Source: an optimization exercise on an open RTL-to-GDS flow (aim: small area, a short achievable clock period and few clock cycles). Production flows keep margins and buffers that such runs may drop.
In this exercise RTL edits were held to simulation tests only and were not proved equivalent to the original.
No activity file was given, so power comes from the tool's default toggle rates.

**design/flow/config.mk**
```make
export PLATFORM = sky130hd
export DESIGN_NAME = dcache_top
export DESIGN_NICKNAME = dcache_top
export VERILOG_FILES = /design/flow/design.v
export SDC_FILE = /design/flow/constraint.sdc
export NUM_CORES = 4
export LEC_CHECK = 0
export CAP_MARGIN = 30
export CORE_MARGIN = 2
export CORE_UTILIZATION = 32
export SLEW_MARGIN = 40
```
**design/flow/constraint.sdc**
```tcl
create_clock -name core_clock -period 10.0 [get_ports {clk_i}]
set_input_delay 2.0000 -clock core_clock [delete_from_list [all_inputs] [get_ports {clk_i}]]
set_output_delay 2.0000 -clock core_clock [all_outputs]
set_load 0.01 [all_outputs]
```
**design/flow/design.v**
```verilog
package dcache_pkg;
    typedef enum logic [2:0] {
        IDLE,            
        RESP,            
        MISS_WB,         
        MISS_RD,         
        FLUSH_SCAN,      
        FLUSH_WAIT       
    } dc_state_e;
    typedef logic [32-1:0]          word_t;
    typedef logic [128-1:0]     line_t;
    typedef logic [24-1:0]      tag_t;
    typedef logic [4-1:0]      idx_t;
    typedef logic [$clog2(2)-1:0]  way_t;
    typedef logic [32/8-1:0]        be_t;      
endpackage
`timescale 1ns/100ps
module dcache_word_merge (
    input  dcache_pkg::line_t         line_i,      
    input  logic                      fill_i,
    input  logic                      rw_i,
    input  logic [2-1:0]   offset_i,    
    input  dcache_pkg::word_t         wdata_i,
    input  dcache_pkg::be_t           be_i,
    output dcache_pkg::line_t         line_o
);
    always_comb
    begin
        for (int w = 0; w < 4; w++)
            for (int b = 0; b < 32/8; b++)
                line_o[w*32 + b*8 +: 8] =
                    (fill_i && !(rw_i && (offset_i == w[2-1:0]) && be_i[b])) ?
                    line_i[w*32 + b*8 +: 8] : wdata_i[b*8 +: 8];
    end
endmodule
`timescale 1ns/100ps
module dcache_ways (
    input  logic               clk_i,
    input  logic               rst_i,
    input  dcache_pkg::idx_t   ridx_i,
    output dcache_pkg::line_t  rd_line0_o,
    output dcache_pkg::line_t  rd_line1_o,
    output dcache_pkg::tag_t   rd_tag0_o,
    output dcache_pkg::tag_t   rd_tag1_o,
    output logic [1:0]         rd_valid_o,
    output logic [1:0]         rd_dirty_o,
    output logic [2*16-1:0] dirty_vec_o,
    input  dcache_pkg::idx_t   wr_set_i,
    input  dcache_pkg::way_t   wr_way_i,
    input  logic               fill_we_i,      
    input  dcache_pkg::tag_t   fill_tag_i,
    input  logic               fill_dirty_i,
    input  logic               word_we_i,      
    input  logic [2-1:0] wr_ofs_i,
    input  dcache_pkg::be_t    wr_be_i,
    input  dcache_pkg::line_t  wr_line_i,
    input  logic               clr_we_i,
    input  dcache_pkg::idx_t   clr_set_i,
    input  dcache_pkg::way_t   clr_way_i
);
    dcache_pkg::tag_t   tag0_q  [16];
    dcache_pkg::tag_t   tag1_q  [16];
    dcache_pkg::line_t  data0_q [16];
    dcache_pkg::line_t  data1_q [16];
    logic [16-1:0] valid0_q, valid1_q;
    logic [16-1:0] dirty0_q, dirty1_q;
    assign rd_line0_o  = data0_q[ridx_i];
    assign rd_line1_o  = data1_q[ridx_i];
    assign rd_tag0_o   = tag0_q[ridx_i];
    assign rd_tag1_o   = tag1_q[ridx_i];
    assign rd_valid_o  = {valid1_q[ridx_i], valid0_q[ridx_i]};
    assign rd_dirty_o  = {dirty1_q[ridx_i], dirty0_q[ridx_i]};
    assign dirty_vec_o = {dirty1_q, dirty0_q};
    logic [4*32/8-1:0] byte_en;
    always_comb
    begin
        for (int w = 0; w < 4; w++)
            for (int b = 0; b < 32/8; b++)
                byte_en[w*(32/8) + b] = fill_we_i ||
                    (word_we_i && (wr_ofs_i == w[2-1:0]) && wr_be_i[b]);
    end
    for (genvar s = 0; s < 16; s++)
    begin : g_set
        logic sel0, sel1;
        assign sel0 = (wr_set_i == s[4-1:0]) && (wr_way_i == 1'b0);
        assign sel1 = (wr_set_i == s[4-1:0]) && (wr_way_i == 1'b1);
        always_ff @(posedge clk_i)
        begin
            if (fill_we_i && sel0)
                tag0_q[s] <= fill_tag_i;
            if (fill_we_i && sel1)
                tag1_q[s] <= fill_tag_i;
            for (int k = 0; k < 4*32/8; k++)
            begin
                if (byte_en[k] && sel0)
                    data0_q[s][8*k +: 8] <= wr_line_i[8*k +: 8];
                if (byte_en[k] && sel1)
                    data1_q[s][8*k +: 8] <= wr_line_i[8*k +: 8];
            end
        end
    end
    always_ff @(posedge clk_i)
    begin
        if (rst_i)
        begin
            valid0_q <= '0;
            valid1_q <= '0;
            dirty0_q <= '0;
            dirty1_q <= '0;
        end
        else
        begin
            if (fill_we_i)
            begin
                if (wr_way_i == 1'b0)
                begin
                    valid0_q[wr_set_i] <= 1'b1;
                    dirty0_q[wr_set_i] <= fill_dirty_i;
                end
                else
                begin
                    valid1_q[wr_set_i] <= 1'b1;
                    dirty1_q[wr_set_i] <= fill_dirty_i;
                end
            end
            if (word_we_i)
            begin
                if (wr_way_i == 1'b0)
                    dirty0_q[wr_set_i] <= 1'b1;
                else
                    dirty1_q[wr_set_i] <= 1'b1;
            end
            if (clr_we_i)
            begin
                if (clr_way_i == 1'b0)
                    dirty0_q[clr_set_i] <= 1'b0;
                else
                    dirty1_q[clr_set_i] <= 1'b0;
            end
        end
    end
endmodule
`timescale 1ns/100ps
module dcache_fifo_repl (
    input  logic              clk_i,
    input  logic              rst_i,
    input  dcache_pkg::idx_t  ridx_i,          
    output dcache_pkg::way_t  victim_way_o,
    input  dcache_pkg::idx_t  fill_idx_i,
    input  logic              fill_i           
);
    logic [16-1:0] ptr_q;
    assign victim_way_o = ptr_q[ridx_i];
    always_ff @(posedge clk_i)
    begin
        if (rst_i)
            ptr_q <= '0;                         
        else if (fill_i)
            ptr_q[fill_idx_i] <= ~ptr_q[fill_idx_i];    
    end
endmodule
`timescale 1ns/100ps
module dcache_ctrl (
    input  logic               clk_i,
    input  logic               rst_i,
    input  logic               p_strobe_i,
    input  logic               p_rw_i,
    input  logic               p_flush_i,
    input  dcache_pkg::word_t  p_addr_i,
    input  dcache_pkg::word_t  p_data_i,
    input  dcache_pkg::be_t    p_be_i,
    output dcache_pkg::word_t  p_data_o,
    output logic               p_ready_o,
    output logic               busy_flushing_o,
    output logic               m_strobe_o,
    output logic               m_rw_o,
    output dcache_pkg::word_t  m_addr_o,
    output dcache_pkg::line_t  m_data_o,
    input  dcache_pkg::line_t  m_data_i,
    input  logic               m_ready_i,
    output dcache_pkg::idx_t   ridx_o,
    input  dcache_pkg::line_t  rd_line0_i,
    input  dcache_pkg::line_t  rd_line1_i,
    input  dcache_pkg::tag_t   rd_tag0_i,
    input  dcache_pkg::tag_t   rd_tag1_i,
    input  logic [1:0]         rd_valid_i,
    input  logic [1:0]         rd_dirty_i,
    input  logic [2*16-1:0] dirty_vec_i,
    input  dcache_pkg::way_t   victim_way_i,
    output dcache_pkg::idx_t   wr_set_o,
    output dcache_pkg::way_t   wr_way_o,
    output logic               fill_we_o,
    output dcache_pkg::tag_t   fill_tag_o,
    output logic               fill_dirty_o,
    output logic               word_we_o,
    output logic [2-1:0] wr_ofs_o,
    output dcache_pkg::be_t    wr_be_o,
    output dcache_pkg::line_t  wr_line_o,
    output logic               clr_we_o,
    output dcache_pkg::idx_t   clr_set_o,
    output dcache_pkg::way_t   clr_way_o
);
    dcache_pkg::dc_state_e state_q, state_d;
    logic                     rw_q;
    dcache_pkg::tag_t         tag_q;
    dcache_pkg::idx_t         idx_q;
    logic [2-1:0]  ofs_q;
    dcache_pkg::word_t        wdata_q;
    dcache_pkg::be_t          be_q;
    dcache_pkg::way_t         way_q;         
    logic                     wr_hit_q;      
    logic                     p_ready_q;
    dcache_pkg::word_t        p_data_q;
    logic                     busy_q;
    logic                     m_strobe_q;
    logic                     m_rw_q;
    dcache_pkg::word_t        m_addr_q;
    dcache_pkg::line_t        m_data_q;
    logic                     idle;
    logic                     req;
    logic                     hit0, hit1, hit;
    logic                     vdirty;
    dcache_pkg::tag_t         req_tag;
    dcache_pkg::idx_t         req_idx;
    logic [2-1:0]  req_ofs;
    dcache_pkg::word_t        rd_word0, rd_word1;
    logic                     fl_any;
    logic [4:0]    fl_ent;        
    dcache_pkg::line_t        sel_line;
    dcache_pkg::tag_t         sel_tag;
    logic                     fl_go;         
    assign idle    = (state_q == dcache_pkg::IDLE);
    assign req     = idle && p_strobe_i;
    assign req_tag = p_addr_i[32-1 -: 24];
    assign req_idx = p_addr_i[2+2 +: 4];
    assign req_ofs = p_addr_i[2 +: 2];
    always_comb
    begin
        fl_any = 1'b0;
        fl_ent = '0;
        for (int e = 2*16-1; e >= 0; e--)
            if (dirty_vec_i[e])
            begin
                fl_any = 1'b1;
                fl_ent = e[4:0];
            end
    end
    assign ridx_o = idle ? req_idx : fl_ent[4-1:0];
    assign hit0   = rd_valid_i[0] && (rd_tag0_i == req_tag);
    assign hit1   = rd_valid_i[1] && (rd_tag1_i == req_tag);
    assign hit    = hit0 || hit1;
    assign vdirty = victim_way_i ? rd_dirty_i[1] : rd_dirty_i[0];    
    assign rd_word0 = rd_line0_i[req_ofs*32 +: 32];
    assign rd_word1 = rd_line1_i[req_ofs*32 +: 32];
    always_comb
    begin
        if (idle ? victim_way_i : fl_ent[4])
        begin
            sel_line = rd_line1_i;
            sel_tag  = rd_tag1_i;
        end
        else
        begin
            sel_line = rd_line0_i;
            sel_tag  = rd_tag0_i;
        end
    end
    assign fl_go = (state_q == dcache_pkg::FLUSH_SCAN) ||
                   ((state_q == dcache_pkg::FLUSH_WAIT) && m_ready_i);
    always_comb
    begin
        state_d = state_q;
        case (state_q)
            dcache_pkg::IDLE:
                if (p_strobe_i)
                    state_d = hit ? dcache_pkg::RESP :
                              (vdirty ? dcache_pkg::MISS_WB : dcache_pkg::MISS_RD);
                else if (p_flush_i)
                    state_d = dcache_pkg::FLUSH_SCAN;
            dcache_pkg::RESP:
                state_d = dcache_pkg::IDLE;
            dcache_pkg::MISS_WB:
                if (m_ready_i)
                    state_d = dcache_pkg::MISS_RD;
            dcache_pkg::MISS_RD:
                if (m_ready_i)
                    state_d = dcache_pkg::RESP;
            dcache_pkg::FLUSH_SCAN:
                state_d = fl_any ? dcache_pkg::FLUSH_WAIT : dcache_pkg::RESP;
            dcache_pkg::FLUSH_WAIT:
                if (m_ready_i)
                    state_d = fl_any ? dcache_pkg::FLUSH_WAIT : dcache_pkg::RESP;
            default:
                state_d = dcache_pkg::IDLE;
        endcase
    end
    always_ff @(posedge clk_i)
    begin
        if (rst_i)
            state_q <= dcache_pkg::IDLE;
        else
            state_q <= state_d;
    end
    always_ff @(posedge clk_i)
    begin
        if (req)
        begin
            rw_q     <= p_rw_i;
            tag_q    <= req_tag;
            idx_q    <= req_idx;
            ofs_q    <= req_ofs;
            wdata_q  <= p_data_i;
            be_q     <= p_be_i;
            way_q    <= hit ? hit1 : victim_way_i;
        end
    end
    always_ff @(posedge clk_i)
    begin
        if (rst_i)
            wr_hit_q <= 1'b0;
        else
            wr_hit_q <= req && hit && p_rw_i;
    end
    always_ff @(posedge clk_i)
    begin
        if (rst_i)
            p_ready_q <= 1'b0;
        else
            p_ready_q <= (req && hit) ||
                         ((state_q == dcache_pkg::MISS_RD) && m_ready_i) ||
                         (fl_go && !fl_any);
    end
    always_ff @(posedge clk_i)
    begin
        if (idle)
            p_data_q <= hit1 ? rd_word1 : rd_word0;
        else if (state_q == dcache_pkg::MISS_RD)
            p_data_q <= m_data_i[ofs_q*32 +: 32];
    end
    always_ff @(posedge clk_i)
    begin
        if (rst_i)
            busy_q <= 1'b0;
        else if (idle && p_flush_i && !p_strobe_i)
            busy_q <= 1'b1;
        else if (state_q == dcache_pkg::RESP)
            busy_q <= 1'b0;
    end
    assign p_ready_o       = p_ready_q;
    assign p_data_o        = p_data_q;
    assign busy_flushing_o = busy_q;
    always_ff @(posedge clk_i)
    begin
        if (rst_i)
            m_strobe_q <= 1'b0;
        else
            m_strobe_q <= (req && !hit) ||
                          ((state_q == dcache_pkg::MISS_WB) && m_ready_i) ||
                          (fl_go && fl_any);
    end
    always_ff @(posedge clk_i)
    begin
        if (idle)
        begin
            m_rw_q   <= vdirty;
            m_addr_q <= {(vdirty ? sel_tag : req_tag), req_idx, {(2+2){1'b0}}};
            m_data_q <= sel_line;
        end
        else if (state_q == dcache_pkg::MISS_WB)
        begin
            m_rw_q   <= 1'b0;
            m_addr_q <= {tag_q, idx_q, {(2+2){1'b0}}};
        end
        else if (fl_go)
        begin
            m_rw_q   <= 1'b1;
            m_addr_q <= {sel_tag, fl_ent[4-1:0], {(2+2){1'b0}}};
            m_data_q <= sel_line;
        end
    end
    assign m_strobe_o = m_strobe_q;
    assign m_rw_o     = m_rw_q;
    assign m_addr_o   = m_addr_q;
    assign m_data_o   = m_data_q;
    assign fill_we_o    = (state_q == dcache_pkg::MISS_RD) && m_ready_i;
    assign word_we_o    = (state_q == dcache_pkg::RESP) && wr_hit_q;
    assign wr_set_o     = idx_q;
    assign wr_way_o     = way_q;
    assign fill_tag_o   = tag_q;
    assign fill_dirty_o = rw_q;
    assign wr_ofs_o     = ofs_q;
    assign wr_be_o      = be_q;
    assign clr_we_o     = fl_go && fl_any;
    assign clr_set_o    = fl_ent[4-1:0];
    assign clr_way_o    = fl_ent[4];
    dcache_word_merge u_merge (
        .line_i   (m_data_i),
        .fill_i   (state_q == dcache_pkg::MISS_RD),
        .rw_i     (rw_q),
        .offset_i (ofs_q),
        .wdata_i  (wdata_q),
        .be_i     (be_q),
        .line_o   (wr_line_o)
    );
endmodule
`timescale 1ns/100ps
module dcache_top (
    input  logic               clk_i,
    input  logic               rst_i,
    input  logic               p_strobe_i,
    input  logic               p_rw_i,           
    input  logic               p_flush_i,
    input  dcache_pkg::word_t  p_addr_i,
    input  dcache_pkg::word_t  p_data_i,
    input  dcache_pkg::be_t    p_be_i,
    output dcache_pkg::word_t  p_data_o,
    output logic               p_ready_o,
    output logic               busy_flushing_o,
    output logic               m_strobe_o,
    output logic               m_rw_o,           
    output dcache_pkg::word_t  m_addr_o,
    output dcache_pkg::line_t  m_data_o,
    input  dcache_pkg::line_t  m_data_i,
    input  logic               m_ready_i
);
    dcache_pkg::idx_t  ridx;
    dcache_pkg::line_t rd_line0, rd_line1;
    dcache_pkg::tag_t  rd_tag0, rd_tag1;
    logic [1:0]        rd_valid, rd_dirty;
    logic [2*16-1:0] dirty_vec;
    dcache_pkg::way_t  victim_way;
    dcache_pkg::idx_t  wr_set;
    dcache_pkg::way_t  wr_way;
    logic              fill_we;
    dcache_pkg::tag_t  fill_tag;
    logic              fill_dirty;
    logic              word_we;
    logic [2-1:0] wr_ofs;
    dcache_pkg::be_t   wr_be;
    dcache_pkg::line_t wr_line;
    logic              clr_we;
    dcache_pkg::idx_t  clr_set;
    dcache_pkg::way_t  clr_way;
    dcache_ctrl u_ctrl (
        .clk_i           (clk_i),
        .rst_i           (rst_i),
        .p_strobe_i      (p_strobe_i),
        .p_rw_i          (p_rw_i),
        .p_flush_i       (p_flush_i),
        .p_addr_i        (p_addr_i),
        .p_data_i        (p_data_i),
        .p_be_i          (p_be_i),
        .p_data_o        (p_data_o),
        .p_ready_o       (p_ready_o),
        .busy_flushing_o (busy_flushing_o),
        .m_strobe_o      (m_strobe_o),
        .m_rw_o          (m_rw_o),
        .m_addr_o        (m_addr_o),
        .m_data_o        (m_data_o),
        .m_data_i        (m_data_i),
        .m_ready_i       (m_ready_i),
        .ridx_o          (ridx),
        .rd_line0_i      (rd_line0),
        .rd_line1_i      (rd_line1),
        .rd_tag0_i       (rd_tag0),
        .rd_tag1_i       (rd_tag1),
        .rd_valid_i      (rd_valid),
        .rd_dirty_i      (rd_dirty),
        .dirty_vec_i     (dirty_vec),
        .victim_way_i    (victim_way),
        .wr_set_o        (wr_set),
        .wr_way_o        (wr_way),
        .fill_we_o       (fill_we),
        .fill_tag_o      (fill_tag),
        .fill_dirty_o    (fill_dirty),
        .word_we_o       (word_we),
        .wr_ofs_o        (wr_ofs),
        .wr_be_o         (wr_be),
        .wr_line_o       (wr_line),
        .clr_we_o        (clr_we),
        .clr_set_o       (clr_set),
        .clr_way_o       (clr_way)
    );
    dcache_ways u_ways (
        .clk_i        (clk_i),
        .rst_i        (rst_i),
        .ridx_i       (ridx),
        .rd_line0_o   (rd_line0),
        .rd_line1_o   (rd_line1),
        .rd_tag0_o    (rd_tag0),
        .rd_tag1_o    (rd_tag1),
        .rd_valid_o   (rd_valid),
        .rd_dirty_o   (rd_dirty),
        .dirty_vec_o  (dirty_vec),
        .wr_set_i     (wr_set),
        .wr_way_i     (wr_way),
        .fill_we_i    (fill_we),
        .fill_tag_i   (fill_tag),
        .fill_dirty_i (fill_dirty),
        .word_we_i    (word_we),
        .wr_ofs_i     (wr_ofs),
        .wr_be_i      (wr_be),
        .wr_line_i    (wr_line),
        .clr_we_i     (clr_we),
        .clr_set_i    (clr_set),
        .clr_way_i    (clr_way)
    );
    dcache_fifo_repl u_repl (
        .clk_i        (clk_i),
        .rst_i        (rst_i),
        .ridx_i       (ridx),
        .victim_way_o (victim_way),
        .fill_idx_i   (wr_set),
        .fill_i       (fill_we)
    );
endmodule
```
**design/flow/run.sh**
```bash
#!/bin/bash
# synth_recipe.tcl (not shown) runs the flow's synth.tcl, then flattens the netlist and writes it again
# the make line also repeats each setting of config.mk as NAME=value (left out here)
make -C /OpenROAD-flow-scripts/flow DESIGN_CONFIG=/design/flow/config.mk WORK_HOME=/design/flow/orfs CLKGATE_MAP_FILE= SYNTH_SCRIPT=/design/flow/synth_recipe.tcl finish
```
==> impl_metrics.csv, run 1 <==
group,metric,value,unit
synthesis,yosysMostFrequentCell,"edfxtp_1",
sta,fin_setup_tns,0,ns
power_and_ir_drop,seq_power_share,0.401,
sta,fin_crit,7.59,ns
floorplan,start_util,0.321,
synthesis,yosys-top-cells-area,"edfxtp_1, a222oi_1, a22oi_1, nor2_1, mux2_2",
global_route,grt_pass1_wl,935000,µm
sta,slew_headroom,0.329,
run_status,outcome,"timing/DRC/antenna clean",
synthesis,ys_async_sr_fraction,0,
detailed_routing,vias,123000,
sta,fin_worst_skew,0.122,ns
global_route,grt_usage,0.209,
cts,cts_hold_buffers,0,
cts,clk_latency,1.12,ns
synthesis,syn_area_per_cell,16.5,µm²
synthesis,synth.top_cell.area_share,0.772,
setup_path,end_kind,"register",
synthesis,synth_commonest_cells,"edfxtp_1, nor2_1, nand2_1",
power_and_ir_drop,p_per_area,283,nW/µm²
synthesis,synth_edf_count,5121,
global_route,grt-ovfl-total,0,
synthesis,ys_warn_count,8,
min_path,hp-class,"register to register",
synthesis,synth.cell_area,199000,µm²
setup_path,worstSetupStartpointType,"input pin",
finish,drive_gt1_frac,0.147,
finish,syn_to_final_growth,17.0,%
placement,placed_area,216000,µm²
placement,dp_slack,1.45,ns
synthesis,synth_ff_type,"edfxtp_1",
synthesis,syn_inst,12000,
detailed_routing,drt-initial-drc-count,23100,
cts,root_buffer,"clkbuf_16",
sta,max_freq,132,MHz
power_and_ir_drop,leakage,70.8,nW
sta,rsz0062_at_grt,"no",
floorplan,die_h,793,µm
floorplan,die_w,793,µm
cts,postCtsSetupRepairBufs,0,
floorplan,ios,398,
placement,gp_congestion,0.891,
floorplan,dieArea,629000,µm²
setup_path,arrival,8.32,ns
synthesis,synth-seq-cells,5208,
detailed_routing,via_per_inst,5.83,
placement,dpl.hpwl,428000,µm
finish,fillers,57000,
sta,fin_crit_sh,0.759,
synthesis,ys_seq_area_frac,0.781,
sta,setup_viol,0,
cts,cts_buffer_depth,4,
power_and_ir_drop,power.share.clock,0.298,
cts,cts_resized,0,
cts,cts.htree.levels,6,
power_and_ir_drop,p_int,42.7,mW
sta,finalHoldViolations,0,
floorplan,core_area,620000,µm²
global_route,antenna_found_initial,61,
sta,drv_slew,0,
cts,cts-buffers-inserted,532,
finish,fin_area,233000,µm²
sta,tightest_slew,1.01,ns
power_and_ir_drop,p_comb_frac,0.301,
power_and_ir_drop,ir_worst_vdd,0.315,mV
global_route,grt_pass1_vias,115000,
cts,clkSinkCount,5208,
finish,final_net_count,12700,
job,max_cap_violations,0,
sta,fin_ws,2.41,ns
detailed_routing,drt_wl_total,688000,µm
setup_path,required,10.73,ns
detailed_routing,drt-wirelength-per-cell,32.5,µm
placement,port_buffers,391,
setup_path,r2r_setup_slack,2.54,ns
sta,finalHoldWorstSlack,0.453,ns
detailed_routing,ant_nets,0,
synthesis,synth_area_leader_cell,"edfxtp_1",
synthesis,synth_cell_types,100,
cts,clk_pin_slew,0.06,ns
power_and_ir_drop,swShare,0.352,
global_route,grt_start_max_net_pins,124,
setup_path,crit_fanout,67,
detailed_routing,drc,0,
setup_path,worstSetupPathType,"input pin to register",
power_and_ir_drop,p_sw,23.1,mW
detailed_routing,drt_pass1_iterations,14,
cts,cts_tree,"done",
power_and_ir_drop,power.total,65.8,mW
floorplan,row_count,289,
## final timing paths
path,start,end,depth (start not counted)
worst max-delay path,p_addr_i[6],u_ctrl.p_data_q[2],17
worst min-delay path,u_ways.valid1_q[2],u_ways.valid1_q[2],2
worst max register to register,u_ctrl.state_q[0],u_ctrl.p_data_q[2],21
worst min register to register,u_ways.valid1_q[2],u_ways.valid1_q[2],2
## critical path, stage by stage
cell	delay, ns
clkdlybuf4s50_1	0.53
mux2_2	0.49
nand2_8	0.49
mux2_1	0.50
a32oi_1	0.22
o311ai_1	0.25
or3_1	0.47
a2111o_1	0.39
a2111o_1	0.43
nor4_4	0.56
buf_4	0.35
nand2_8	0.07
buf_4	0.25
buf_12	0.23
and3_1	0.26
nor3_1	0.52
o211ai_1	0.17
## routing by layer
layer | share of wire | global-route usage | up-vias
met2 | 0.44 | 0.312 | 8485
met5 | 0.00033 | 0 | -
met3 | 0.14 | 0.0567 | 1104
li1 | - | - | 50000
met1 | 0.39 | 0.293 | 63800
met4 | 0.039 | 0.0748 | 34
## power groups by stage
stage	logic (mW)	clock network [mW]	registers, mW
floorplan	9.40	0	26.8
global placement	19.1	0	26.9
detailed placement	19.3	0	26.8
CTS	19.4	19.7	26.4
global route	20.4	20.5	26.4
finish	19.8	19.6	26.4
## per-stage QoR
step,utilization,instances
after global routing,0.376,21200
final,0.376,21200
after floorplan,-,12000
after detailed placement,0.348,20200
after CTS,0.375,21100
after global placement,0.344,20100
## cells by family after synthesis
| group | synth area share |
|---|---|
| flip-flops | 0.781 |
| XOR/XNOR | 0.00141 |
| adder cells (fa/ha/maj) | 0.000565 |
| other | 0.0000188 |
| AND/OR/NAND/NOR | 0.0595 |
| buffers and inverters | 0.0182 |
| AO/OA/AOI/OAI | 0.105 |
| multiplexers | 0.0345 |
## flip-flops by register name (all words and copies together) (netlist names), 24 cells and up
name / count
u_ctrl.m_addr_q: 28
u_ctrl.m_data_q: 128
u_ctrl.p_data_q: 32
u_ctrl.tag_q: 24
u_ctrl.wdata_q: 32
u_ways.data0_q: 2048
u_ways.data1_q: 2048
u_ways.tag0_q: 384
u_ways.tag1_q: 384
## cells in the final DEF (no fill, tap or decap), drive strengths merged, types with 94 or more instances in the layout
cell,synthesis,final
a222oi,520,520
mux2i,262,262
a22oi,656,656
and4,207,207
a211oi,237,237
clkinv,1,209
edfxtp,5121,5121
a221oi,267,267
mux2,275,275
nand2,688,688
clkdlybuf4s50,0,389
a21oi,457,457
buf,317,324
nand3,127,127
a31oi,119,119
o21ai,121,121
nor2,1195,1195
and3,94,94
clkbuf,531,668
## area by class of cell
type	count	area (µm²)	area share
Antenna cell	35	87.6	0.000376
Clock buffer	668	14000	0.0602
Clock inverter	276	2860	0.0123
Inverter	51	201	0.000865
Multi-Input combinational cell	5942	42100	0.181
Sequential cell	5208	156000	0.668
Tap cell	8293	10400	0.0445
Timing Repair Buffer	713	7770	0.0334
Testbench counts, summed over its fixed seeds: cycles 66,847.
==> run 2: changes to the inputs <==
--- a/design/flow/config.mk
+++ b/design/flow/config.mk
@@ -8,4 +8,6 @@
 export CAP_MARGIN = 30
 export CORE_MARGIN = 2
 export CORE_UTILIZATION = 32
+export SETUP_SLACK_MARGIN = 5
 export SLEW_MARGIN = 40
+export TNS_END_PERCENT = 100
==> impl_metrics.csv, run 2 <==
group,metric,value,unit
setup_path,crit_fanout,29,
synthesis,yosys-top-cells-area,"edfxtp_1, a222oi_1, a22oi_1, nor2_1, mux2_2",
floorplan,core_area,620000,µm²
global_route,grt_pass1_vias,116000,
setup_path,r2r_end,"u_ctrl.p_data_q[17]",
sta,rsz0062_at_grt,"yes",
setup_path,worstSetupStartpointType,"register",
global_route,antenna_found_initial,79,
synthesis,syn_inst,12000,
cts,clk_latency,1.09,ns
setup_path,r2r-start,"u_ways.dirty1_q[0]",
synthesis,synth.cell_area,199000,µm²
finish,top_regs,"u_ways.data0_q: 2048 flops, u_ways.data1_q: 2048 flops",
sta,fin_worst_skew,0.152,ns
synthesis,synth.top_cell.area_share,0.772,
synthesis,ys_warn_count,8,
finish,drive_gt1_frac,0.176,
floorplan,start_util,0.321,
setup_path,end_kind,"register",
finish,final_common_cell,"edfxtp_1",
sta,fin_crit,6.06,ns
cts,cts_buffer_depth,4,
synthesis,synth-seq-cells,5208,
placement,dp_slack,1.33,ns
detailed_routing,vias,126000,
setup_path,worstSetupPathType,"register to register",
sta,tightest_slew,1.01,ns
setup_path,cp-startpoint,"u_ways.dirty1_q[0]",
sta,slew_headroom,0.328,
finish,syn_to_final_growth,19.2,%
sta,fin_ws,3.94,ns
detailed_routing,drt-wirelength-per-cell,33.8,µm
synthesis,yosysMostFrequentCell,"edfxtp_1",
power_and_ir_drop,p_per_area,287,nW/µm²
setup_path,cp-endpoint,"u_ctrl.p_data_q[17]",
sta,finalHoldViolations,0,
min_path,hp-class,"register to register",
synthesis,ys_async_sr_fraction,0,
placement,port_buffers,391,
sta,fin_setup_tns,0,ns
floorplan,die_w,793,µm
detailed_routing,ant_nets,0,
detailed_routing,drt_pass1_iterations,10,
cts,cts_hold_buffers,0,
detailed_routing,via_per_inst,5.87,
floorplan,row_count,289,
global_route,grt-ovfl-total,0,
power_and_ir_drop,leakage,72.8,nW
detailed_routing,drt_wl_total,725000,µm
synthesis,synth_edf_count,5121,
synthesis,synth_ff_type,"edfxtp_1",
finish,instances_no_fill,21400,
synthesis,ys_seq_area_frac,0.781,
finish,final_cell_mix,"edfxtp_1, nor2_1, nand2_1, a22oi_1, clkbuf_16",
floorplan,die_h,793,µm
cts,cts-buffers-inserted,521,
cts,cts.htree.levels,6,
floorplan,ios,398,
synthesis,synth_commonest_cells,"edfxtp_1, nor2_1, nand2_1",
placement,gp_congestion,0.904,
sta,setup_viol,0,
cts,clk_pin_slew,0.06,ns
sta,max_freq,165,MHz
finish,final_net_count,12900,
placement,place_inst,20200,
cts,clkSinkCount,5208,
detailed_routing,drc,0,
detailed_routing,drt-initial-drc-count,24100,
sta,fin_crit_sh,0.606,
synthesis,syn_area_per_cell,16.5,µm²
synthesis,synth_cell_types,100,
sta,drv_slew,0,
setup_path,reg2reg_depth,17,
power_and_ir_drop,ir_worst_vdd,0.208,mV
job,max_cap_violations,0,
finish,fillers,56600,
global_route,grt_usage,0.217,
floorplan,dieArea,629000,µm²
global_route,grt_start_max_net_pins,124,
cts,root_buffer,"clkbuf_16",
cts,cts_tree,"done",
run_status,outcome,"timing/DRC/antenna clean",
setup_path,required,10.83,ns
setup_path,arrival,6.89,ns
placement,dpl.hpwl,433000,µm
setup_path,r2r_setup_slack,3.94,ns
synthesis,synth_area_leader_cell,"edfxtp_1",
global_route,grt_pass1_wl,964000,µm
==> run 2: cell type report <==
type                            instances  area [µm²]  share of cell area
Clock buffer                          643       13800              0.0580
Antenna cell                           75         188            0.000791
Multi-Input combinational cell       5954       43700               0.184
Clock inverter                        264        2260             0.00950
Inverter                               51         208            0.000875
Timing Repair Buffer                  934       11300              0.0475
Tap cell                             8293       10400              0.0437
Sequential cell                      5208      156000               0.655
==> run 2: through the flow <==
stage	area, µm²	power (mW)	utilization	hold WS [ns]
floorplan	200000	36.5	-	0.425
global placement	214000	46.4	0.345	0.435
detailed placement	216000	46.6	0.348	0.443
CTS	235000	66.6	0.379	0.452
global route	237000	69.5	0.383	0.479
finish	237000	68.2	0.383	0.456
==> run 2: how the worst min path moves through the flow <==
| stage | endpoint | cells past startpoint | from |
|---|---|---|---|
| CTS | u_ways.valid1_q[2] | 2 | u_ways.valid1_q[2] |
| global route | u_ways.valid1_q[14] | 2 | u_ways.valid1_q[14] |
| global placement | u_ways.valid1_q[2] | 2 | u_ways.valid1_q[2] |
| detailed placement | u_ways.valid1_q[2] | 2 | u_ways.valid1_q[2] |
| finish | u_ways.valid1_q[2] | 2 | u_ways.valid1_q[2] |
| floorplan | u_ways.valid1_q[10] | 2 | u_ways.valid1_q[10] |
==> run 2: what timing repair did <==
item                                    4_1_cts  5_1_grt
pin swaps                                    59       53
buffers inserted                            124       36
cloned                                       25       19
endpoints found under the setup margin      561      187
resized for setup                           294      192
==> run 2: layer usage <==
metal	wire (µm)	vias up	GRT usage
li1	-	50500	-
met1	270000	64200	0.296
met5	374	-	0
met3	109000	1365	0.0712
met4	35200	37	0.0928
met2	311000	9565	0.318
==> run 2: logic make-up after synthesis <==
family / synth area share
buffers and inverters: 0.0182
AO/OA/AOI/OAI: 0.105
AND/OR/NAND/NOR: 0.0595
multiplexers: 0.0345
other: 0.0000188
adder cells (fa/ha/maj): 0.000565
XOR/XNOR: 0.00141
flip-flops: 0.781
==> run 2: worst max-delay path, cell delays in order (launching register included) <==
cell and delay (ns):
dfxtp_4 0.38, or4_4 0.54, a211oi_4 0.38, o22a_4 0.39
a21oi_2 0.09, buf_6 0.24, nand2_8 0.27, o311ai_4 0.20
or3_4 0.38, a2111o_1 0.37, a2111o_1 0.44, nor4_4 0.53
buf_6 0.30, buf_4 0.20, nand2_4 0.24, nand3_1 0.24
a31oi_4 0.19, a211o_1 0.36
==> run 2: where the power goes <==
part | switching, mW | total [mW] | internal (mW)
logic | 15.4 | 22.6 | 7.20
clock network | 8.43 | 18.9 | 10.5
registers | 0.727 | 26.6 | 25.9
==> run 3: changes to the inputs <==
--- a/design/flow/design.v
+++ b/design/flow/design.v
@@ -45,6 +45,9 @@
     output logic [1:0]         rd_valid_o,
     output logic [1:0]         rd_dirty_o,
     output logic [2*16-1:0] dirty_vec_o,
+    input  dcache_pkg::tag_t   cmp_tag_i,
+    output logic [16-1:0] match0_o,
+    output logic [16-1:0] match1_o,
     input  dcache_pkg::idx_t   wr_set_i,
     input  dcache_pkg::way_t   wr_way_i,
     input  logic               fill_we_i,      
@@ -71,6 +74,14 @@
     assign rd_valid_o  = {valid1_q[ridx_i], valid0_q[ridx_i]};
     assign rd_dirty_o  = {dirty1_q[ridx_i], dirty0_q[ridx_i]};
     assign dirty_vec_o = {dirty1_q, dirty0_q};
+    always_comb
+    begin
+        for (int s = 0; s < 16; s++)
+        begin
+            match0_o[s] = valid0_q[s] && (tag0_q[s] == cmp_tag_i);
+            match1_o[s] = valid1_q[s] && (tag1_q[s] == cmp_tag_i);
+        end
+    end
     logic [4*32/8-1:0] byte_en;
     always_comb
     begin
@@ -186,6 +197,8 @@
     input  logic [1:0]         rd_valid_i,
     input  logic [1:0]         rd_dirty_i,
     input  logic [2*16-1:0] dirty_vec_i,
+    input  logic [16-1:0] match0_i,
+    input  logic [16-1:0] match1_i,
     input  dcache_pkg::way_t   victim_way_i,
     output dcache_pkg::idx_t   wr_set_o,
     output dcache_pkg::way_t   wr_way_o,
@@ -224,8 +237,8 @@
     dcache_pkg::idx_t         req_idx;
     logic [2-1:0]  req_ofs;
     dcache_pkg::word_t        rd_word0, rd_word1;
-    logic                     fl_any;
-    logic [4:0]    fl_ent;        
+    logic                     fl_any, fl_any_q;
+    logic [4:0]    fl_ent, fl_ent_q;    
     dcache_pkg::line_t        sel_line;
     dcache_pkg::tag_t         sel_tag;
     logic                     fl_go;         
@@ -245,16 +258,21 @@
                 fl_ent = e[4:0];
             end
     end
-    assign ridx_o = idle ? req_idx : fl_ent[4-1:0];
-    assign hit0   = rd_valid_i[0] && (rd_tag0_i == req_tag);
-    assign hit1   = rd_valid_i[1] && (rd_tag1_i == req_tag);
+    always_ff @(posedge clk_i)
+    begin
+        fl_any_q <= fl_any;
+        fl_ent_q <= fl_ent;
+    end
+    assign ridx_o = idle ? req_idx : fl_ent_q[4-1:0];
+    assign hit0   = |(match0_i & (16'(1) << req_idx));
+    assign hit1   = |(match1_i & (16'(1) << req_idx));
     assign hit    = hit0 || hit1;
     assign vdirty = victim_way_i ? rd_dirty_i[1] : rd_dirty_i[0];    
     assign rd_word0 = rd_line0_i[req_ofs*32 +: 32];
     assign rd_word1 = rd_line1_i[req_ofs*32 +: 32];
     always_comb
     begin
-        if (idle ? victim_way_i : fl_ent[4])
+        if (idle ? victim_way_i : fl_ent_q[4])
         begin
             sel_line = rd_line1_i;
             sel_tag  = rd_tag1_i;
@@ -286,10 +304,10 @@
                 if (m_ready_i)
                     state_d = dcache_pkg::RESP;
             dcache_pkg::FLUSH_SCAN:
-                state_d = fl_any ? dcache_pkg::FLUSH_WAIT : dcache_pkg::RESP;
+                state_d = fl_any_q ? dcache_pkg::FLUSH_WAIT : dcache_pkg::RESP;
             dcache_pkg::FLUSH_WAIT:
                 if (m_ready_i)
-                    state_d = fl_any ? dcache_pkg::FLUSH_WAIT : dcache_pkg::RESP;
+                    state_d = fl_any_q ? dcache_pkg::FLUSH_WAIT : dcache_pkg::RESP;
             default:
                 state_d = dcache_pkg::IDLE;
         endcase
@@ -328,14 +346,14 @@
         else
             p_ready_q <= (req && hit) ||
                          ((state_q == dcache_pkg::MISS_RD) && m_ready_i) ||
-                         (fl_go && !fl_any);
+                         (fl_go && !fl_any_q);
     end
     always_ff @(posedge clk_i)
     begin
-        if (idle)
-            p_data_q <= hit1 ? rd_word1 : rd_word0;
-        else if (state_q == dcache_pkg::MISS_RD)
+        if (state_q == dcache_pkg::MISS_RD)
             p_data_q <= m_data_i[ofs_q*32 +: 32];
+        else
+            p_data_q <= hit1 ? rd_word1 : rd_word0;      
     end
     always_ff @(posedge clk_i)
     begin
@@ -356,7 +374,7 @@
         else
             m_strobe_q <= (req && !hit) ||
                           ((state_q == dcache_pkg::MISS_WB) && m_ready_i) ||
-                          (fl_go && fl_any);
+                          (fl_go && fl_any_q);
     end
     always_ff @(posedge clk_i)
     begin
@@ -374,7 +392,7 @@
         else if (fl_go)
         begin
             m_rw_q   <= 1'b1;
-            m_addr_q <= {sel_tag, fl_ent[4-1:0], {(2+2){1'b0}}};
+            m_addr_q <= {sel_tag, fl_ent_q[4-1:0], {(2+2){1'b0}}};
             m_data_q <= sel_line;
         end
     end
@@ -390,9 +408,9 @@
     assign fill_dirty_o = rw_q;
     assign wr_ofs_o     = ofs_q;
     assign wr_be_o      = be_q;
-    assign clr_we_o     = fl_go && fl_any;
-    assign clr_set_o    = fl_ent[4-1:0];
-    assign clr_way_o    = fl_ent[4];
+    assign clr_we_o     = fl_go && fl_any_q;
+    assign clr_set_o    = fl_ent_q[4-1:0];
+    assign clr_way_o    = fl_ent_q[4];
     dcache_word_merge u_merge (
         .line_i   (m_data_i),
         .fill_i   (state_q == dcache_pkg::MISS_RD),
@@ -429,6 +447,7 @@
     logic [1:0]        rd_valid, rd_dirty;
     logic [2*16-1:0] dirty_vec;
     dcache_pkg::way_t  victim_way;
+    logic [16-1:0] match0, match1;
     dcache_pkg::idx_t  wr_set;
     dcache_pkg::way_t  wr_way;
     logic              fill_we;
@@ -467,6 +486,8 @@
         .rd_valid_i      (rd_valid),
         .rd_dirty_i      (rd_dirty),
         .dirty_vec_i     (dirty_vec),
+        .match0_i        (match0),
+        .match1_i        (match1),
         .victim_way_i    (victim_way),
         .wr_set_o        (wr_set),
         .wr_way_o        (wr_way),
@@ -492,6 +513,9 @@
         .rd_valid_o   (rd_valid),
         .rd_dirty_o   (rd_dirty),
         .dirty_vec_o  (dirty_vec),
+        .cmp_tag_i    (p_addr_i[32-1 -: 24]),
+        .match0_o     (match0),
+        .match1_o     (match1),
         .wr_set_i     (wr_set),
         .wr_way_i     (wr_way),
         .fill_we_i    (fill_we),
==> design/flow/flow/run.sh (new file) <==
#!/bin/bash
set -euo pipefail
MARGIN=6.5
sed -E "s/SETUP_SLACK_MARGIN=[0-9.]+/SETUP_SLACK_MARGIN=${MARGIN}/" standard.sh > standard_tight.sh
grep -q "SETUP_SLACK_MARGIN=${MARGIN}" standard_tight.sh
bash standard_tight.sh > make_flow.log 2>&1
test -f out/final.def
==> design/flow/standard.sh (new file) <==
#!/bin/bash
# synth_recipe.tcl (not shown) runs the flow's synth.tcl, then flattens the netlist and writes it again
# the make line also repeats each setting of config.mk as NAME=value (left out here)
make -C /OpenROAD-flow-scripts/flow DESIGN_CONFIG=/design/flow/config.mk WORK_HOME=/design/flow/orfs CLKGATE_MAP_FILE= SYNTH_SCRIPT=/design/flow/synth_recipe.tcl "${@:-finish}"
removed: design/flow/run.sh
==> impl_metrics.csv, run 3 <==
group,metric,value,unit
finish,fillers,56700,
cts,clk_latency,1.12,ns
global_route,grt_usage,0.257,
floorplan,ios,398,
detailed_routing,ant_nets,0,
sta,rsz0062_at_grt,"yes",
floorplan,core_area,637000,µm²
cts,clk_pin_slew,0.06,ns
synthesis,yosysMostFrequentCell,"edfxtp_1",
setup_path,end_kind,"register",
placement,placed_area,223000,µm²
finish,fin_area,257000,µm²
global_route,grt_pass1_vias,126000,
synthesis,synth_commonest_cells,"edfxtp_1, nor2_1, a22oi_1",
sta,tightest_slew,1.10,ns
cts,clkSinkCount,5214,
power_and_ir_drop,power.total,55.4,mW
sta,finalHoldViolations,0,
floorplan,die_w,804,µm
sta,drv_slew,0,
detailed_routing,drt_wl_total,886000,µm
run_status,outcome,"timing/DRC/antenna clean",
floorplan,start_util,0.322,
detailed_routing,via_per_inst,6.23,
placement,port_buffers,391,
sta,slew_headroom,0.265,
synthesis,ys_warn_count,8,
placement,dp_slack,2.43,ns
finish,top_regs,"u_ways.data0_q: 2048 flops, u_ways.data1_q: 2048 flops",
synthesis,syn_area_per_cell,16.4,µm²
finish,syn_to_final_growth,25.3,%
cts,root_buffer,"clkbuf_16",
synthesis,ys_seq_area_frac,0.758,
detailed_routing,vias,139000,
finish,final_cell_mix,"edfxtp_1, a22oi_1, clkbuf_16, xnor2_1, a22o_1",
setup_path,required,10.80,ns
power_and_ir_drop,p_per_area,216,nW/µm²
floorplan,die_h,804,µm
synthesis,yosys-top-cells-area,"edfxtp_1, a22oi_1, xnor2_1, a221oi_1, a22o_1",
synthesis,synth.top_cell.area_share,0.746,
min_path,hp-class,"register to register",
placement,dpl.hpwl,500000,µm
sta,fin_worst_skew,0.0723,ns
finish,final_common_cell,"edfxtp_1",
synthesis,synth_cell_types,79,
finish,ff_latch_area,155000,µm²
synthesis,synth_ff_type,"edfxtp_1",
synthesis,synth-seq-cells,5214,
cts,cts_buffer_depth,4,
detailed_routing,drc,0,
sta,setup_viol,0,
power_and_ir_drop,leakage,78.6,nW
synthesis,synth_area_leader_cell,"edfxtp_1",
placement,gp_congestion,0.976,
setup_path,crit_fanout,48,
synthesis,synth.cell_area,205000,µm²
finish,final_net_count,13600,
cts,cts-buffers-inserted,529,
detailed_routing,drt-initial-drc-count,29300,
detailed_routing,drt-wirelength-per-cell,39.8,µm
sta,max_freq,216,MHz
synthesis,synth_edf_count,5089,
floorplan,row_count,293,
finish,fin_util,0.403,
setup_path,worstSetupPathType,"input pin to register",
cts,cts_tree,"done",
finish,drive_gt1_frac,0.257,
power_and_ir_drop,ir_worst_vdd,0.188,mV
cts,cts.htree.levels,6,
setup_path,worstSetupStartpointType,"input pin",
floorplan,dieArea,647000,µm²
global_route,grt-ovfl-total,0,
synthesis,syn_inst,12500,
setup_path,arrival,5.42,ns
sta,fin_crit,4.62,ns
sta,fin_ws,5.38,ns
global_route,antenna_found_initial,74,
global_route,grt_pass1_wl,1150000,µm
detailed_routing,drt_pass1_iterations,10,
finish,multi_input_area,55900,µm²
sta,fin_setup_tns,0,ns
global_route,grt_start_max_net_pins,88,
synthesis,ys_async_sr_fraction,0,
sta,fin_crit_sh,0.462,
job,max_cap_violations,0,
-- run 3: worst max-delay path, stage by stage --
cell and delay (ns):
buf_12 0.12, buf_12 0.13, clkbuf_16 0.15, nand4b_1 0.22, mux2i_4 0.12, buf_4 0.16, buf_12 0.21, a22oi_1 0.81
nand4_1 0.54, nor3_1 0.36, a211oi_1 0.11, nor3_1 0.29, nor3_4 0.11
-- run 3: layer usage --
layer / wire length [µm] / part of all wire / GRT usage
met5: 140 / 0.00016 / 0
met4: 66000 / 0.075 / 0.160
met3: 136000 / 0.15 / 0.0796
met2: 373000 / 0.42 / 0.369
met1: 311000 / 0.35 / 0.339
-- run 3: worst paths after layout --
check	startpoint	to	slack (ns)	depth (start not counted)
setup reg to reg	u_ctrl.state_q[2]	u_ctrl.p_data_q[31]	5.49	18
hold reg to reg	u_ways.valid0_q[3]	u_ways.valid0_q[3]	0.49	2
hold / removal	u_ways.valid0_q[3]	u_ways.valid0_q[3]	0.49	2
setup / recovery	p_addr_i[4]	u_ctrl.m_addr_q[30]	5.38	13
-- run 3: area by class of cell --
type | instances | share of cell area
multi-input cells | 6337 | 0.218
clock buffers | 656 | 0.0546
diodes | 51 | 0.000497
repair buffers | 1299 | 0.0703
well taps | 8407 | 0.0410
inverters | 26 | 0.000380
clock inverters | 284 | 0.0106
flip-flops and latches | 5214 | 0.605
-- run 3: per-stage QoR --
stage | hold slack [ns] | std cells
floorplan | 0.426 | 12500
global placement | 0.475 | 20700
detailed placement | 0.479 | 20700
CTS | 0.492 | 22000
global route | 0.527 | 22200
finish | 0.495 | 22300
-- run 3: timing repair --
item,4_1_cts,5_1_grt
buffers inserted,241,140
setup endpoints to repair,7872,4819
hold buffers,0,0
pin swaps,196,188
resized for setup,2081,732
cloned,134,33
-- run 3: kinds of logic (layout without fill, tap and decap cells) --
kind of cell	Yosys count	count (layout)	share of synthesized area
flops	5214	5214	0.758
compound gates	2621	2622	0.105
simple gates	2572	2576	0.0603
buf+inv	936	2265	0.0189
xor+xnor	773	773	0.0330
mux	353	353	0.0243
fa+ha+maj	9	9	0.000550
other cells	1	55	0.0000183
-- run 3: report_power, final --
group	internal, mW	switching [mW]	leakage [nW]
clock	10.9	8.84	8.15
sequential	25.1	0.439	47.0
combinational	3.24	6.87	23.5
Testbench counts of run 3, summed over its fixed seeds: cycles 66,847.
==> run 4: changes to the inputs <==
--- a/design/flow/design.v
+++ b/design/flow/design.v
@@ -378,22 +378,21 @@
     end
     always_ff @(posedge clk_i)
     begin
+        m_data_q <= sel_line;
         if (idle)
         begin
             m_rw_q   <= vdirty;
             m_addr_q <= {(vdirty ? sel_tag : req_tag), req_idx, {(2+2){1'b0}}};
-            m_data_q <= sel_line;
         end
         else if (state_q == dcache_pkg::MISS_WB)
         begin
             m_rw_q   <= 1'b0;
             m_addr_q <= {tag_q, idx_q, {(2+2){1'b0}}};
         end
-        else if (fl_go)
+        else
         begin
             m_rw_q   <= 1'b1;
             m_addr_q <= {sel_tag, fl_ent_q[4-1:0], {(2+2){1'b0}}};
-            m_data_q <= sel_line;
         end
     end
     assign m_strobe_o = m_strobe_q;
==> impl_metrics.csv, run 4 <==
group,metric,value,unit
synthesis,yosysMostFrequentCell,"edfxtp_1",
global_route,gr-usage-met2,0.374,
placement,dp_slack,2.42,ns
power_and_ir_drop,power.total,63.3,mW
cts,root_buffer,"clkbuf_16",
floorplan,dieArea,642000,µm²
sta,slew_headroom,0.326,
power_and_ir_drop,p_per_area,245,nW/µm²
synthesis,synth_area_leader_cell,"edfxtp_1",
setup_path,r2r_setup_slack,5.73,ns
synthesis,synth.cell_area,203000,µm²
detailed_routing,vias,138000,
detailed_routing,drt_pass1_iterations,9,
sta,fin_ws,5.54,ns
detailed_routing,drc,0,
setup_path,cpPeakStageDelay,0.53,ns
sta,rsz0062_at_grt,"yes",
detailed_routing,ant_nets,0,
floorplan,die_w,801,µm
setup_path,reg2reg_depth,13,
sta,fin_crit_sh,0.446,
synthesis,synth_cell_types,84,
placement,place_inst,20600,
placement,dpl.hpwl,475000,µm
global_route,grt_pass1_vias,126000,
power_and_ir_drop,leakage,80.7,nW
synthesis,synth-seq-cells,5214,
cts,clk_latency,1.14,ns
detailed_routing,drt-wirelength-per-cell,39.1,µm
global_route,grt_pass1_wl,1130000,µm
cts,cts.htree.levels,6,
global_route,grt-ovfl-total,0,
setup_path,cp_num_buf_inv,6,
sta,finalHoldWorstSlack,0.453,ns
min_path,hold_end,"u_ways.tag0_q[5][5]",
finish,final_cell_mix,"edfxtp_1, a22o_1, a22oi_1, a221oi_1, clkbuf_16",
sta,fin_setup_tns,0,ns
setup_path,path_common_cell,"buf_12",
finish,top_regs,"u_ways.data0_q: 2048 flops, u_ways.data1_q: 2048 flops",
synthesis,synth_edf_count,4932,
setup_path,worstSetupStartpointType,"input pin",
synthesis,synth_commonest_cells,"edfxtp_1, nor2_1, a221oi_1",
placement,gp_congestion,0.945,
synthesis,syn_area_per_cell,16.4,µm²
cts,cts_tree,"done",
run_status,outcome,"timing/DRC/antenna clean",
synthesis,synth.top_cell.area_share,0.728,
floorplan,start_util,0.321,
power_and_ir_drop,ir_worst_vdd,0.233,mV
synthesis,yosys-top-cells-area,"edfxtp_1, a221oi_1, dfxtp_1, a22o_1, xnor2_1",
floorplan,ios,398,
setup_path,crit_chain,"buf_12, buf_12, buf_4, nand4bb_4, mux2i_4, buf_12, buf_8, bufbuf_16, a22o_1, a221oi_1, nand4_1, nor2_1, mux4_2, mux2_4, a21oi_2",
detailed_routing,drt_wl_total,872000,µm
setup_path,crit_fanout,9,
min_path,hp-class,"register to register",
finish,fillers,55900,
cts,clk_pin_slew,0.06,ns
global_route,grt_start_max_net_pins,92,
global_route,grt_usage,0.254,
global_route,top_usage_layer,"met2",
global_route,grtUsageMet3,0.0719,
cts,cts-buffers-inserted,520,
floorplan,die_h,801,µm
global_route,grtUsageMet1,0.326,
finish,final_net_count,13700,
min_path,min_from,"u_ctrl.tag_q[5]",
finish,final_common_cell,"edfxtp_1",
job,max_cap_violations,0,
setup_path,crit_family,"buffers and inverters",
sta,finalHoldViolations,0,
setup_path,worstSetupPathType,"input pin to register",
setup_path,arrival,5.43,ns
synthesis,ys_seq_area_frac,0.756,
setup_path,end_kind,"register",
finish,drive_gt1_frac,0.280,
finish,instances_no_fill,22300,
sta,fin_worst_skew,0.132,ns
detailed_routing,via_per_inst,6.19,
setup_path,r2r_end,"u_ctrl.m_addr_q[21]",
finish,fin_util,0.408,
placement,port_buffers,391,
sta,setup_viol,0,
cts,cts_buffer_depth,4,
detailed_routing,drt-initial-drc-count,26400,
finish,fin_area,258000,µm²
cts,clkSinkCount,5214,
synthesis,synth_ff_type,"edfxtp_1",
setup_path,slowest_stage,"mux4_2",
floorplan,core_area,633000,µm²
synthesis,ys_warn_count,8,
min_path,worstHoldPathCells,0,
sta,tightest_slew,1.01,ns
global_route,antenna_found_initial,62,
sta,max_freq,224,MHz
setup_path,required,10.97,ns
setup_path,r2r-start,"u_ctrl.state_q[0]",
synthesis,syn_inst,12400,
sta,drv_slew,0,
synthesis,ys_async_sr_fraction,0,
floorplan,row_count,292,
cts,cts_hold_buffers,0,
finish,syn_to_final_growth,27.1,%
sta,fin_crit,4.46,ns
placement,placed_area,222000,µm²
-- run 4: area by class of cell --
type / instances / area, µm² / share of cell area
inverter: 25 / 106 / 0.000411
clock inverter: 251 / 2640 / 0.0102
sequential: 5214 / 154000 / 0.597
timing repair buffer: 1419 / 21200 / 0.0819
multi-input combinational: 6282 / 55900 / 0.216
clock buffer: 685 / 13900 / 0.0538
tap: 8379 / 10500 / 0.0406
antenna: 37 / 92.6 / 0.000358
-- run 4: power by group --
| part | switching (mW) | internal, mW |
|---|---|---|
| sequential | 0.869 | 25.8 |
| combinational | 11.0 | 6.31 |
| clock | 8.84 | 10.6 |
-- run 4: how the worst max path moves through the flow --
stage / from / end / cells past startpoint
final: p_addr_i[7] / u_ctrl.p_data_q[8] / 15
after global routing: p_addr_i[5] / u_ctrl.m_addr_q[30] / 15
after CTS: p_addr_i[4] / u_ctrl.m_addr_q[30] / 16
after detailed placement: p_addr_i[4] / u_ctrl.m_addr_q[14] / 13
after global placement: p_addr_i[4] / u_ctrl.p_data_q[18] / 12
after floorplan: p_addr_i[5] / u_ctrl.m_addr_q[22] / 11
-- run 4: kinds of logic (layout without fill, tap and decap cells) --
family	after synthesis	in the layout	share of synthesized area
flip-flops	5214	5214	0.756
AO/OA/AOI/OAI	2644	2648	0.108
AND/OR/NAND/NOR	2487	2490	0.0579
buffers and inverters	920	2380	0.0191
XOR/XNOR	775	775	0.0334
multiplexers	356	356	0.0249
adder cells (fa/ha/maj)	9	9	0.000554
other	1	41	0.0000184
-- run 4: per-layer routing --
layer / vias to the layer above / wire [µm]
met2: 12000 / 374000
li1: 52800 / -
met3: 2402 / 122000
met1: 70600 / 303000
met5: - / 140
met4: 14 / 72800
-- run 4: what timing repair did --
item,in CTS,in global routing
setup buffers,362,138
cloned,161,36
resized for setup,2625,572
endpoints found under the setup margin,7561,2738
pin swaps,232,226
endpoints found under the hold margin,0,0
-- run 4: worst reg2reg max path, delay by kind of cell (launching register included) --
kind            cells  cell delay, ns
compound gates      5            1.58
simple gates        3            1.09
mux                 1            0.28
flops               1            0.44
buf+inv             4            0.78
Testbench counts of run 4, summed over its fixed seeds: cycles 66,847.
==> run 5: changes to the inputs <==
--- a/design/flow/design.v
+++ b/design/flow/design.v
@@ -40,8 +40,8 @@
     input  dcache_pkg::idx_t   ridx_i,
     output dcache_pkg::line_t  rd_line0_o,
     output dcache_pkg::line_t  rd_line1_o,
-    output dcache_pkg::tag_t   rd_tag0_o,
-    output dcache_pkg::tag_t   rd_tag1_o,
+    input  logic [2*16-1:0] tsel_i,
+    output dcache_pkg::tag_t   sel_tag_o,
     output logic [1:0]         rd_valid_o,
     output logic [1:0]         rd_dirty_o,
     output logic [2*16-1:0] dirty_vec_o,
@@ -69,8 +69,13 @@
     logic [16-1:0] dirty0_q, dirty1_q;
     assign rd_line0_o  = data0_q[ridx_i];
     assign rd_line1_o  = data1_q[ridx_i];
-    assign rd_tag0_o   = tag0_q[ridx_i];
-    assign rd_tag1_o   = tag1_q[ridx_i];
+    always_comb
+    begin
+        sel_tag_o = '0;
+        for (int s = 0; s < 16; s++)
+            sel_tag_o = sel_tag_o | ({24{tsel_i[s]}} & tag0_q[s])
+                                  | ({24{tsel_i[16+s]}} & tag1_q[s]);
+    end
     assign rd_valid_o  = {valid1_q[ridx_i], valid0_q[ridx_i]};
     assign rd_dirty_o  = {dirty1_q[ridx_i], dirty0_q[ridx_i]};
     assign dirty_vec_o = {dirty1_q, dirty0_q};
@@ -157,11 +162,13 @@
     input  logic              rst_i,
     input  dcache_pkg::idx_t  ridx_i,          
     output dcache_pkg::way_t  victim_way_o,
+    output logic [16-1:0] ptr_o,         
     input  dcache_pkg::idx_t  fill_idx_i,
     input  logic              fill_i           
 );
     logic [16-1:0] ptr_q;
     assign victim_way_o = ptr_q[ridx_i];
+    assign ptr_o        = ptr_q;
     always_ff @(posedge clk_i)
     begin
         if (rst_i)
@@ -192,8 +199,9 @@
     output dcache_pkg::idx_t   ridx_o,
     input  dcache_pkg::line_t  rd_line0_i,
     input  dcache_pkg::line_t  rd_line1_i,
-    input  dcache_pkg::tag_t   rd_tag0_i,
-    input  dcache_pkg::tag_t   rd_tag1_i,
+    output logic [2*16-1:0] tsel_o,
+    input  dcache_pkg::tag_t   sel_tag_i,
+    input  logic [16-1:0] ptr_i,
     input  logic [1:0]         rd_valid_i,
     input  logic [1:0]         rd_dirty_i,
     input  logic [2*16-1:0] dirty_vec_i,
@@ -239,6 +247,9 @@
     dcache_pkg::word_t        rd_word0, rd_word1;
     logic                     fl_any, fl_any_q;
     logic [4:0]    fl_ent, fl_ent_q;    
+    logic [2*16-1:0]    fl_hot, fl_hot_q;    
+    logic [16-1:0]      req_dec;             
+    logic [2*16-1:0]    vd_mask;             
     dcache_pkg::line_t        sel_line;
     dcache_pkg::tag_t         sel_tag;
     logic                     fl_go;         
@@ -262,27 +273,21 @@
     begin
         fl_any_q <= fl_any;
         fl_ent_q <= fl_ent;
+        fl_hot_q <= fl_hot;
     end
+    assign fl_hot = dirty_vec_i & ~(dirty_vec_i - 1'b1);    
+    assign req_dec = 16'(1) << req_idx;
+    assign vd_mask = {ptr_i, ~ptr_i} & dirty_vec_i;
+    assign tsel_o  = idle ? ({req_dec, req_dec} & vd_mask) : fl_hot_q;
     assign ridx_o = idle ? req_idx : fl_ent_q[4-1:0];
     assign hit0   = |(match0_i & (16'(1) << req_idx));
     assign hit1   = |(match1_i & (16'(1) << req_idx));
     assign hit    = hit0 || hit1;
-    assign vdirty = victim_way_i ? rd_dirty_i[1] : rd_dirty_i[0];    
+    assign vdirty = |({req_dec, req_dec} & vd_mask);      
     assign rd_word0 = rd_line0_i[req_ofs*32 +: 32];
     assign rd_word1 = rd_line1_i[req_ofs*32 +: 32];
-    always_comb
-    begin
-        if (idle ? victim_way_i : fl_ent_q[4])
-        begin
-            sel_line = rd_line1_i;
-            sel_tag  = rd_tag1_i;
-        end
-        else
-        begin
-            sel_line = rd_line0_i;
-            sel_tag  = rd_tag0_i;
-        end
-    end
+    assign sel_line = (idle ? victim_way_i : fl_ent_q[4]) ? rd_line1_i : rd_line0_i;
+    assign sel_tag  = sel_tag_i;
     assign fl_go = (state_q == dcache_pkg::FLUSH_SCAN) ||
                    ((state_q == dcache_pkg::FLUSH_WAIT) && m_ready_i);
     always_comb
@@ -382,7 +387,7 @@
         if (idle)
         begin
             m_rw_q   <= vdirty;
-            m_addr_q <= {(vdirty ? sel_tag : req_tag), req_idx, {(2+2){1'b0}}};
+            m_addr_q <= {sel_tag | ({24{!vdirty}} & req_tag), req_idx, {(2+2){1'b0}}};
         end
         else if (state_q == dcache_pkg::MISS_WB)
         begin
@@ -442,7 +447,9 @@
 );
     dcache_pkg::idx_t  ridx;
     dcache_pkg::line_t rd_line0, rd_line1;
-    dcache_pkg::tag_t  rd_tag0, rd_tag1;
+    logic [2*16-1:0] tsel;
+    dcache_pkg::tag_t  sel_tag;
+    logic [16-1:0] ptr;
     logic [1:0]        rd_valid, rd_dirty;
     logic [2*16-1:0] dirty_vec;
     dcache_pkg::way_t  victim_way;
@@ -480,8 +487,9 @@
         .ridx_o          (ridx),
         .rd_line0_i      (rd_line0),
         .rd_line1_i      (rd_line1),
-        .rd_tag0_i       (rd_tag0),
-        .rd_tag1_i       (rd_tag1),
+        .tsel_o          (tsel),
+        .sel_tag_i       (sel_tag),
+        .ptr_i           (ptr),
         .rd_valid_i      (rd_valid),
         .rd_dirty_i      (rd_dirty),
         .dirty_vec_i     (dirty_vec),
@@ -507,8 +515,8 @@
         .ridx_i       (ridx),
         .rd_line0_o   (rd_line0),
         .rd_line1_o   (rd_line1),
-        .rd_tag0_o    (rd_tag0),
-        .rd_tag1_o    (rd_tag1),
+        .tsel_i       (tsel),
+        .sel_tag_o    (sel_tag),
         .rd_valid_o   (rd_valid),
         .rd_dirty_o   (rd_dirty),
         .dirty_vec_o  (dirty_vec),
@@ -533,6 +541,7 @@
         .rst_i        (rst_i),
         .ridx_i       (ridx),
         .victim_way_o (victim_way),
+        .ptr_o        (ptr),
         .fill_idx_i   (wr_set),
         .fill_i       (fill_we)
     );
==> impl_metrics.csv, run 5 <==
group,metric,value,unit
sta,slew_headroom,0.258,
synthesis,synth_compound_area_frac,0.109,
cts,cts_tree,"done",
min_path,hold_end,"u_ways.valid1_q[13]",
sta,setup_viol,0,
sta,tightest_slew,1.10,ns
cts,clk_latency,1.17,ns
cts,cts_hold_buffers,0,
synthesis,syn_inst,12500,
cts,cts.htree.levels,6,
global_route,grt_usage,0.282,
cts,cts-buffers-inserted,557,
min_path,hp-class,"register to register",
detailed_routing,routed-wl-met2,405000,µm
sta,fin_crit_sh,0.495,
finish,instances_no_fill,22600,
floorplan,start_util,0.321,
setup_path,crit_fanout,17,
synthesis,yosys-top-cells-area,"edfxtp_1, a22oi_1, dfxtp_1, xnor2_1, nand4_1",
floorplan,core_area,636000,µm²
synthesis,synth_commonest_cells,"edfxtp_1, a22oi_1, nor2_1",
detailed_routing,drt-wirelength-per-cell,42.8,µm
synthesis,muxShareOfSynthArea,0.0279,
power_and_ir_drop,leakage,80.9,nW
floorplan,ios,398,
job,max_cap_violations,0,
min_path,worstHoldPathCells,2,
synthesis,ys_warn_count,8,
synthesis,synth_top_family_by_area,"compound AO/OA/AOI/OAI gates",
cts,cts_buffer_depth,4,
floorplan,die_w,803,µm
finish,syn_to_final_growth,28.0,%
synthesis,synth-simple-area-share,0.0539,
floorplan,die_h,803,µm
sta,drv_slew,0,
run_status,outcome,"timing/DRC/antenna clean",
sta,fin_crit,4.95,ns
global_route,grt-ovfl-total,0,
global_route,grt_pass1_vias,128000,
setup_path,required,10.97,ns
sta,rsz0062_at_grt,"yes",
placement,gp_congestion,1.06,
setup_path,r2r_setup_slack,5.52,ns
detailed_routing,maxUsedRoutingLayer,"met5",
cts,clk_pin_slew,0.06,ns
placement,place_inst,20800,
detailed_routing,drc,0,
power_and_ir_drop,p_per_area,236,nW/µm²
synthesis,synth_cell_types,71,
synthesis,yosysMostFrequentCell,"edfxtp_1",
sta,fin_worst_skew,0.133,ns
setup_path,arrival,5.92,ns
synthesis,syn_area_per_cell,16.4,µm²
setup_path,crit_chain,"buf_8, xnor2_1, nand4_1, nor4_4, buf_4, nor4_2, nand4_1, buf_6, buf_8, buf_12, buf_12, buf_12, mux4_2, o22ai_1, a21o_1",
finish,final_common_cell,"edfxtp_1",
synthesis,synth_edf_count,4932,
setup_path,path_common_cell,"buf_12",
finish,drive_gt1_frac,0.281,
cts,root_buffer,"clkbuf_16",
finish,top_regs,"u_ways.data0_q: 2048 flops, u_ways.data1_q: 2048 flops",
setup_path,crit_family,"buffers and inverters",
detailed_routing,dr_wl_met3,151000,µm
detailed_routing,wl_met1,332000,µm
detailed_routing,drt-initial-drc-count,29300,
min_path,min_from,"u_ways.valid1_q[13]",
floorplan,row_count,293,
finish,final_cell_mix,"edfxtp_1, a22oi_1, clkbuf_16, nand4_1, nor2_4",
floorplan,dieArea,645000,µm²
setup_path,slowest_stage,"xnor2_1",
setup_path,reg2reg_depth,12,
setup_path,worstSetupStartpointType,"input pin",
power_and_ir_drop,ir_worst_vdd,0.191,mV
setup_path,cp-startpoint,"p_addr_i[22]",
detailed_routing,ant_nets,0,
setup_path,r2r-start,"u_ctrl.fl_ent_q[2]",
placement,port_buffers,391,
setup_path,worstSetupPathType,"input pin to register",
placement,dpl.hpwl,571000,µm
sta,max_freq,202,MHz
synthesis,ys_async_sr_fraction,0,
synthesis,synth-xor-area-share,0.0333,
synthesis,synth-seq-cells,5246,
detailed_routing,via_per_inst,6.31,
global_route,grt_pass1_wl,1230000,µm
synthesis,synth.cell_area,204000,µm²
setup_path,cpPeakStageDelay,0.88,ns
cts,clkSinkCount,5246,
setup_path,end_kind,"register",
detailed_routing,drt_wl_total,967000,µm
detailed_routing,vias,143000,
sta,finalHoldViolations,0,
sta,fin_setup_tns,0,ns
synthesis,ys_seq_area_frac,0.755,
synthesis,synth_ff_type,"edfxtp_1",
global_route,grt_start_max_net_pins,93,
synthesis,synth-adder-area-share,0.000490,
detailed_routing,drt_pass1_iterations,8,
synthesis,synth.top_cell.area_share,0.725,
setup_path,cp_num_buf_inv,7,
synthesis,synth_area_leader_cell,"edfxtp_1",
finish,final_net_count,13900,
global_route,antenna_found_initial,95,
setup_path,r2r_end,"u_ctrl.p_data_q[13]",
[run 5: power breakdown]
| group | leakage (nW) | switching, mW | internal [mW] |
|---|---|---|---|
| combinational | 25.2 | 9.83 | 4.73 |
| clock | 8.72 | 9.21 | 11.6 |
| sequential | 47.0 | 0.671 | 25.8 |
[run 5: layer usage]
layer  vias to the layer above  GRT usage
met4                        40      0.181
met1                     72700      0.360
met2                     13600      0.404
li1                      53600          -
met5                         -    0.00162
met3                      2694      0.103
[run 5: layout make-up]
cell class | instances | area (µm²)
sequential | 5246 | 155000
timing repair buffer | 1432 | 19000
fill | 56300 | 375000
clock inverter | 309 | 3260
inverter | 31 | 116
tap | 8407 | 10500
multi-input combinational | 6373 | 59000
clock buffer | 703 | 14700
antenna | 75 | 188
[run 5: repair_timing]
| action | CTS | global route |
|---|---|---|
| gates resized for setup | 2901 | 657 |
| setup buffers | 287 | 285 |
| pin swaps | 184 | 307 |
| endpoints found under the setup margin | 9175 | 3693 |
| cloned | 91 | 19 |
[run 5: logic make-up (layout without fill, tap and decap cells)]
kind of cell	Yosys count	in the layout
adders and majority gates	8	8
AOI/OAI and AO/OA	2980	2980
DFF	5246	5246
xor gates and xnor gates	776	776
other	1	79
and+or+nand+nor	2135	2136
buffers and inverters	881	2475
muxes	442	469
[run 5: worst max path at each step]
stage | end | slack, ns | depth (start not counted)
after floorplan | u_ctrl.p_data_q[12] | 5.43 | 11
after global placement | u_ctrl.p_data_q[13] | 2.03 | 14
after detailed placement | u_ctrl.p_data_q[18] | 2.30 | 13
after CTS | u_ctrl.p_data_q[12] | 5.23 | 15
after global routing | u_ctrl.p_data_q[12] | 5.23 | 20
final | u_ctrl.p_data_q[7] | 5.05 | 15
[run 5: through the flow]
step	setup slack [ns]	util	hold slack [ns]	power, mW	instance area (µm²)
4_1_cts	5.23	0.399	0.513	60.4	254000
3_3_place_gp	2.03	0.346	0.502	37.2	220000
6_report	5.05	0.411	0.527	61.9	262000
3_5_place_dp	2.30	0.348	0.496	37.4	222000
5_1_grt	5.23	0.411	0.545	62.6	261000
2_1_floorplan	5.43	-	0.412	30.9	207000
[run 5: worst reg2reg max path, stage by stage, from the launching register on]
cell and delay [ns]:
dfxtp_1 0.44, buf_4 0.43, nor4bb_4 0.74, mux2_8 0.54
buf_4 0.57, a22o_1 0.23, a221oi_1 0.05, and4_1 0.33
mux2i_1 0.17, mux2i_1 0.09, buf_4 0.20, mux2_4 0.30
a21oi_4 0.27
Testbench counts of run 5, summed over its fixed seeds: cycles 66,847.

## afterwards: timing with drivers on the ports
In the flow no input, the clock included, has a driving cell. The finished layouts below were timed again as built, in two steps.
Step 1 assumes that a clkbuf_16 drives the clock port and a buf_2 every other input.
Step 2 moves the port delays by t, midway between the first and last clock arrival at a register: inputs arrive t later, outputs are due t later. That takes back most of the time a late clock gives input paths.
a / b / c = no drivers / after step 1 / after step 2; a / b = the first two.
run | t (ns) | setup slack, ns | worst data-port slew with drivers (ns)
run 1 | 1.171 | 2.410 / 2.364 / 1.193 | 0.18
run 2 | 1.125 | 3.936 / 3.936 / 2.859 | 0.41
run 3 | 1.194 | 5.376 / 5.287 / 4.093 | 0.40
run 4 | 1.188 | 5.535 / 5.514 / 4.325 | 0.34
run 5 | 1.224 | 5.051 / 5.055 / 3.830 | 0.27
After both steps every run listed still meets setup and hold. For run 3, which loses most, drivers alone change the setup slack by -0.089 ns; drivers and shift together by -1.283 ns.
